This design comes from an exercise in tuning for small area on the open sky130 flow, not from production work. Function was checked by simulation only, so behaviour that the tests miss may differ from the original. Power is estimated from default activity; no workload was simulated.

==> inputs of v8 <==
Design network_frontend_top, start of the top module:
module network_frontend_top (
    input  logic       clk125m,
    input  logic       reset_pulse,         
    input  logic       pll_locked,
    input  logic       pcs_resetdone,       
    input  logic       user_tx_valid,       
    input  logic [7:0] user_tx_data,        
    input  logic       stack_full,          
    output logic       pll_reset,
    output logic       pcs_reset,
    output logic       stack_reset,
    output logic       mdc,                 
    output logic       mdio_out,            
    output logic       init_done,           
    output logic       user_full,
    output logic       stack_tx_valid,      
    output logic [7:0] stack_tx_data        
);
==> module reset_sequencer, before the edit <==
module reset_sequencer (
    input  logic                 clk125m,
    input  logic                 reset_pulse,         
    input  logic                 pll_locked,          
    input  logic                 pcs_resetdone,       
    output net_pkg::net_resets_t resets               
);
    logic [1:0] resetdone_sync;                       
    logic       resetdone_dly;                        
    logic       resetdone_rise;                       
    logic [2:0] restart_cnt;                          
    logic       pll_reset_q;
    logic       stack_reset_q;
    always_ff @(posedge clk125m) begin
        resetdone_sync <= {resetdone_sync[0], pcs_resetdone};
        resetdone_dly  <= resetdone_sync[1];
    end
    always_ff @(posedge clk125m) begin
        if (reset_pulse) begin
            resetdone_rise <= 1'b0;
        end else begin
            resetdone_rise <= resetdone_sync[1] & ~resetdone_dly;
        end
    end
    always_ff @(posedge clk125m) begin
        if (reset_pulse) begin
            restart_cnt <= 3'd0;
        end else if (restart_cnt == 3'd0) begin
            restart_cnt <= {2'b00, resetdone_rise};
        end else if (restart_cnt != 3'd7) begin
            restart_cnt <= restart_cnt + 3'd1;
        end
    end
    always_ff @(posedge clk125m) begin
        pll_reset_q   <= reset_pulse;
        stack_reset_q <= ~pll_locked;
    end
    assign resets.pll_reset   = pll_reset_q;
    assign resets.pcs_reset   = (restart_cnt >= 3'd3) && (restart_cnt <= 3'd6);  
    assign resets.stack_reset = stack_reset_q;
endmodule
==> module mdio_initializer, before the edit <==
module mdio_initializer #(
    parameter net_pkg::phy_addr_t PHY_ADDR = 5'd1,    
    parameter int unsigned        MDC_DIV  = 128      
) (
    input  logic                clk125m,
    input  logic                reset_pulse,
    input  logic                restart,              
    output net_pkg::mdio_pins_t mdio,                 
    output logic                init_done             
);
    localparam logic [127:0] FRAMES = {
        net_pkg::mdio_write_frame(PHY_ADDR, net_pkg::init_reg(1'b0), net_pkg::init_data(1'b0)),
        net_pkg::mdio_write_frame(PHY_ADDR, net_pkg::init_reg(1'b1), net_pkg::init_data(1'b1))
    };
    logic [6:0] div_cnt;                              
    logic       fall_tick;
    logic [7:0] pos;
    assign fall_tick = (div_cnt == 7'd127);
    always_ff @(posedge clk125m) begin
        if (reset_pulse) begin
            div_cnt <= '0;
        end else begin
            div_cnt <= div_cnt + 7'd1;
        end
    end
    always_ff @(posedge clk125m) begin
        if (reset_pulse || restart) begin
            pos <= 8'd0;
        end else if (pos < 8'd2 || (fall_tick && pos != 8'd131)) begin
            pos <= pos + 8'd1;
        end
    end
    always_comb begin
        if (pos >= 8'd3 && pos <= 8'd130) begin
            mdio.mdio_out = FRAMES[8'd130 - pos];
        end else begin
            mdio.mdio_out = 1'b1;                     
        end
    end
    assign mdio.mdc  = div_cnt[6];                    
    assign init_done = (pos == 8'd131);
endmodule
==> module tx_prefifo, before the edit <==
module tx_prefifo #(
    parameter int unsigned FIFO_DEPTH  = 64,          
    parameter int unsigned ALMOST_FULL = 32           
) (
    input  logic              clk125m,
    input  logic              reset_pulse,
    input  net_pkg::tx_beat_t user_tx,                
    input  logic              stack_full,             
    output logic              user_full,              
    output net_pkg::tx_beat_t stack_tx                
);
    localparam int PTR_W = (FIFO_DEPTH > 1) ? $clog2(FIFO_DEPTH) : 1;
    localparam int CNT_W = $clog2(FIFO_DEPTH + 1);
    localparam logic [CNT_W-1:0] CNT_FULL = CNT_W'(FIFO_DEPTH);
    localparam logic [CNT_W-1:0] CNT_AF   = CNT_W'(ALMOST_FULL);
    logic [8*FIFO_DEPTH-1:0] sr;
    logic [CNT_W-1:0]        count;
    logic                    push;
    logic                    pop;
    logic                    out_valid;
    assign push = user_tx.valid && (count != CNT_FULL);
    assign pop  = (count != '0) && !stack_full;
    always_ff @(posedge clk125m) begin
        if (push) begin
            sr <= {sr[8*FIFO_DEPTH-9:0], user_tx.data};
        end
    end
    always_ff @(posedge clk125m) begin
        if (reset_pulse) begin
            count <= '0;
        end else begin
            case ({push, pop})
                2'b10:   count <= count + 1'b1;
                2'b01:   count <= count - 1'b1;
                default: count <= count;
            endcase
        end
    end
    assign user_full = (count >= CNT_AF);
    always_ff @(posedge clk125m) begin
        if (reset_pulse) begin
            out_valid <= 1'b0;
        end else begin
            out_valid <= pop;
        end
    end
    assign stack_tx.valid = out_valid;
    logic [FIFO_DEPTH-1:0] rd_sel;
    always_comb begin
        for (int i = 0; i < FIFO_DEPTH; i++) begin
            rd_sel[i] = (count[PTR_W-1:0] == PTR_W'(i));
        end
    end
    always_comb begin
        stack_tx.data = '0;
        for (int i = 0; i < FIFO_DEPTH; i++) begin
            stack_tx.data = stack_tx.data | (sr[8*i +: 8] & {8{rd_sel[i]}});
        end
    end
endmodule
Settings: LEC_CHECK=0, CAP_MARGIN=20, CORE_MARGIN=2, CORE_UTILIZATION=40, CTS_CLUSTER_DIAMETER=80, CTS_CLUSTER_SIZE=25, SLEW_MARGIN=20; clock period 8.0 ns.
run.sh (not shown) runs the stock make flow with config.mk's settings and CLKGATE_MAP_FILE= SYNTH_SCRIPT=/design/flow/synth_recipe.tcl, a recipe that flattens the netlist after the stock synthesis.
==> v35 (differences from v8) <==
--- a/flow/design.v
+++ b/flow/design.v
@@ -47,7 +47,15 @@
     logic       resetdone_dly;                        
     logic       resetdone_rise;                       
-    logic [2:0] restart_cnt;                          
+    logic [2:0] restart_st;                           
     logic       pll_reset_q;
     logic       stack_reset_q;
+    localparam logic [2:0] S_IDLE  = 3'b000;
+    localparam logic [2:0] S_ARMED = 3'b001;
+    localparam logic [2:0] S_WAIT  = 3'b011;
+    localparam logic [2:0] S_P0    = 3'b111;
+    localparam logic [2:0] S_P1    = 3'b110;
+    localparam logic [2:0] S_P2    = 3'b100;
+    localparam logic [2:0] S_P3    = 3'b101;
+    localparam logic [2:0] S_SPENT = 3'b010;
     always_ff @(posedge clk125m) begin
         resetdone_sync <= {resetdone_sync[0], pcs_resetdone};
@@ -63,9 +71,16 @@
     always_ff @(posedge clk125m) begin
         if (reset_pulse) begin
-            restart_cnt <= 3'd0;
-        end else if (restart_cnt == 3'd0) begin
-            restart_cnt <= {2'b00, resetdone_rise};
-        end else if (restart_cnt != 3'd7) begin
-            restart_cnt <= restart_cnt + 3'd1;
+            restart_st <= S_IDLE;
+        end else begin
+            case (restart_st)
+                S_IDLE:  restart_st <= resetdone_rise ? S_ARMED : S_IDLE;
+                S_ARMED: restart_st <= S_WAIT;
+                S_WAIT:  restart_st <= S_P0;
+                S_P0:    restart_st <= S_P1;
+                S_P1:    restart_st <= S_P2;
+                S_P2:    restart_st <= S_P3;
+                S_P3:    restart_st <= S_SPENT;
+                default: restart_st <= S_SPENT;
+            endcase
         end
     end
@@ -75,5 +90,5 @@
     end
     assign resets.pll_reset   = pll_reset_q;
-    assign resets.pcs_reset   = (restart_cnt >= 3'd3) && (restart_cnt <= 3'd6);  
+    assign resets.pcs_reset   = restart_st[2];        
     assign resets.stack_reset = stack_reset_q;
 endmodule
@@ -89,12 +104,21 @@
     output logic                init_done             
 );
-    localparam logic [127:0] FRAMES = {
+    localparam logic [127:0] FRAMES_MSB = {
         net_pkg::mdio_write_frame(PHY_ADDR, net_pkg::init_reg(1'b0), net_pkg::init_data(1'b0)),
         net_pkg::mdio_write_frame(PHY_ADDR, net_pkg::init_reg(1'b1), net_pkg::init_data(1'b1))
     };
+    function automatic logic [127:0] bit_reverse(input logic [127:0] v);
+        for (int i = 0; i < 128; i++) begin
+            bit_reverse[i] = v[127 - i];
+        end
+    endfunction
+    localparam logic [127:0] FRAMES = bit_reverse(FRAMES_MSB);
+    localparam logic [7:0] POS_IDLE = 8'd253;
+    localparam logic [7:0] POS_DONE = 8'd128;
     logic [6:0] div_cnt;                              
     logic       fall_tick;
     logic [7:0] pos;
-    assign fall_tick = (div_cnt == 7'd127);
+    logic       pos_step;
+    assign fall_tick = &div_cnt;
     always_ff @(posedge clk125m) begin
         if (reset_pulse) begin
@@ -104,20 +128,21 @@
         end
     end
+    always_comb begin
+        if (pos[7] && pos[2]) begin
+            pos_step = fall_tick || !(pos[1] && pos[0]);    
+        end else begin
+            pos_step = fall_tick && !pos[7];                
+        end
+    end
     always_ff @(posedge clk125m) begin
         if (reset_pulse || restart) begin
-            pos <= 8'd0;
-        end else if (pos < 8'd2 || (fall_tick && pos != 8'd131)) begin
+            pos <= POS_IDLE;
+        end else if (pos_step) begin
             pos <= pos + 8'd1;
         end
     end
-    always_comb begin
-        if (pos >= 8'd3 && pos <= 8'd130) begin
-            mdio.mdio_out = FRAMES[8'd130 - pos];
-        end else begin
-            mdio.mdio_out = 1'b1;                     
-        end
-    end
-    assign mdio.mdc  = div_cnt[6];                    
-    assign init_done = (pos == 8'd131);
+    assign mdio.mdio_out = pos[7] | FRAMES[pos[6:0]];    
+    assign mdio.mdc      = div_cnt[6];                   
+    assign init_done     = pos[7] & ~pos[2];
 endmodule
 `timescale 1ns/1ps
@@ -169,14 +194,35 @@
     end
     assign stack_tx.valid = out_valid;
-    logic [FIFO_DEPTH-1:0] rd_sel;
+    logic [7:0] sel_lo;
+    logic [7:0] sel_hi;
+    logic [7:0] grp [8];
     always_comb begin
-        for (int i = 0; i < FIFO_DEPTH; i++) begin
-            rd_sel[i] = (count[PTR_W-1:0] == PTR_W'(i));
-        end
-    end
+        for (int i = 0; i < 8; i++) begin
+            sel_lo[i] = (count[2:0] == 3'(i));
+            sel_hi[i] = (count[5:3] == 3'(i));
+        end
+    end
+    for (genvar g = 0; g < 8; g++) begin : g_rd
+        tx_prefifo_sel8 u_sel (
+            .d   (sr[64*g +: 64]),
+            .sel (sel_lo),
+            .q   (grp[g])
+        );
+    end
+    tx_prefifo_sel8 u_sel_hi (
+        .d   ({grp[7], grp[6], grp[5], grp[4], grp[3], grp[2], grp[1], grp[0]}),
+        .sel (sel_hi),
+        .q   (stack_tx.data)
+    );
+endmodule
+module tx_prefifo_sel8 (
+    input  logic [63:0] d,
+    input  logic [7:0]  sel,
+    output logic [7:0]  q
+);
     always_comb begin
-        stack_tx.data = '0;
-        for (int i = 0; i < FIFO_DEPTH; i++) begin
-            stack_tx.data = stack_tx.data | (sr[8*i +: 8] & {8{rd_sel[i]}});
+        q = '0;
+        for (int i = 0; i < 8; i++) begin
+            q = q | (d[8*i +: 8] & {8{sel[i]}});
         end
     end
==> flow/flow/run.sh (new file) <==
#!/bin/bash
# Own layout flow: the standard ORFS flow (standard.sh) with three changes:
#  - synthesis maps the logic with an area-oriented ABC script (flow/abc_area.script);
#    everything else in synthesis, flip-flop mapping included, is the standard script
#  - port buffers are the smallest buffer cell
#  - clock tree sinks are clustered more coarsely, without dummy loads
#  - placement repair keeps nets at 64 pins or fewer (flow/max_fanout.tcl)
# Each tool's output goes to a log in this folder.
set -euo pipefail
W=$(pwd)
F=$W/flow

# standard synth.tcl with the abc script swapped
sed 's|^  log_cmd abc {\*}\$abc_args|  lset abc_args 1 '"$F"'/abc_area.script\n  log_cmd abc {*}$abc_args|' \
    "$FLOW_HOME/scripts/synth.tcl" > "$W/own_synth_body.tcl"
grep -q "abc_area.script" "$W/own_synth_body.tcl"
sed 's|source \$::env(SCRIPTS_DIR)/synth.tcl|source '"$W"'/own_synth_body.tcl|' \
    "$W/synth_recipe.tcl" > "$W/own_synth.tcl"
grep -q "own_synth_body.tcl" "$W/own_synth.tcl"

CTS="-sink_clustering_enable -repair_clock_nets -sink_clustering_size 18 -sink_clustering_max_diameter 50 -buf_list sky130_fd_sc_hd__clkbuf_8 -dont_use_dummy_load"

bash "$W/standard.sh" \
    SYNTH_SCRIPT="$W/own_synth.tcl" \
    BUFFER_PORTS_ARGS="-buffer_cell sky130_fd_sc_hd__buf_1" \
    CTS_ARGS="$CTS" \
    PRE_GLOBAL_PLACE_TCL="$F/max_fanout.tcl" \
    finish > "$W/orfs_make.log" 2>&1
test -s "$W/out/final.def"
==> flow/flow/abc_area.script (new file) <==
&get -n
&st
&syn2
&dch
&nf -R 1000 -p -F 8 -A 8 -C 32
&put
topo
dnsize -c
==> flow/flow/max_fanout.tcl (new file) <==
set_max_fanout 64 [current_design]
==> flow/standard.sh (new file) <==
#!/bin/bash
# synth_recipe.tcl (not shown) runs the flow's synth.tcl, then flattens the netlist and writes it again
# the make line also repeats each setting of config.mk as NAME=value (left out here)
make -C /OpenROAD-flow-scripts/flow DESIGN_CONFIG=/design/flow/config.mk WORK_HOME=/design/flow/orfs CLKGATE_MAP_FILE= SYNTH_SCRIPT=/design/flow/synth_recipe.tcl "${@:-finish}"
--- a/flow/config.mk
+++ b/flow/config.mk
@@ -8,6 +8,5 @@
 export CAP_MARGIN = 20
 export CORE_MARGIN = 2
-export CORE_UTILIZATION = 40
-export CTS_CLUSTER_DIAMETER = 80
-export CTS_CLUSTER_SIZE = 25
+export CORE_UTILIZATION = 70
+export PLACE_DENSITY = 0.85
 export SLEW_MARGIN = 20
removed: flow/run.sh
==> run summary <==
|  | v8 | v35 |
|---|---|---|
| Maximum vdd ir drop | 206 uV | 259 uV |
| Area of the core | 50400 sq um | 27000 sq um |
| Cells after synthesis | 1170 | 1001 |
| Synth Area in Compound Gates | 12.1% | 11.9% |
| FF-to-FF setup slack | 3.17 ns | 4.28 ns |
| Clock buffer cells | 27 | 40 |
| Fraction of post-synthesis cell area in the top cell type by area | 75.1% | 79.7% |
| # nets final | 1265 | 1117 |
| Clock network power consumption | 1.54 mW | 1.23 mW |
| Total CTS buffers | 27 | 40 |
| Run status | no timing/DRC/antenna violations | no timing/DRC/antenna violations |
| Starting Density | 40.6% | 71.4% |
| Number of combinational gates with multiple inputs | 577 | 449 |
| Top achievable clock speed | 169 MHz | 191 MHz |
| Critical Path Fanout Max | 18 | 33 |
| Least-Margin Pin Slew | 1.37 ns | 0.931 ns |
| Total number of placement rows | 82 | 60 |
| WHS | 0.357 ns | 0.352 ns |
| Net count after synthesis | 1202 | 1027 |

==> static timing again, ports no longer ideal <==
No port has a modelled driver above. Below, the same layouts with a new extraction and two added sets of constraints.
Step 1 sets driving cells, clkbuf_16 on the clock port and buf_2 on the other inputs (assumed; they add their load-dependent delay and slew).
Step 2, shift: input delay + t, output delay - t, t = (earliest + latest rising clock arrival at the registers) / 2. This alone moves slack from input paths to output paths.
Slacks: ideal ports / drivers / drivers and shift; pairs: ideal ports / drivers.
run | t (ns) | setup slack, ns | worst setup path after step 2 | worst register clock-pin slew, ns | worst data-port slew with drivers (ns)
v8 | 0.641 | 2.075 / 2.019 / 2.661 | register to output | 0.10 / 0.10 | 0.03
v35 | 0.603 | 2.767 / 2.720 / 3.324 | register to output | 0.11 / 0.11 | 0.04
After both steps setup and hold are still met in every run listed.
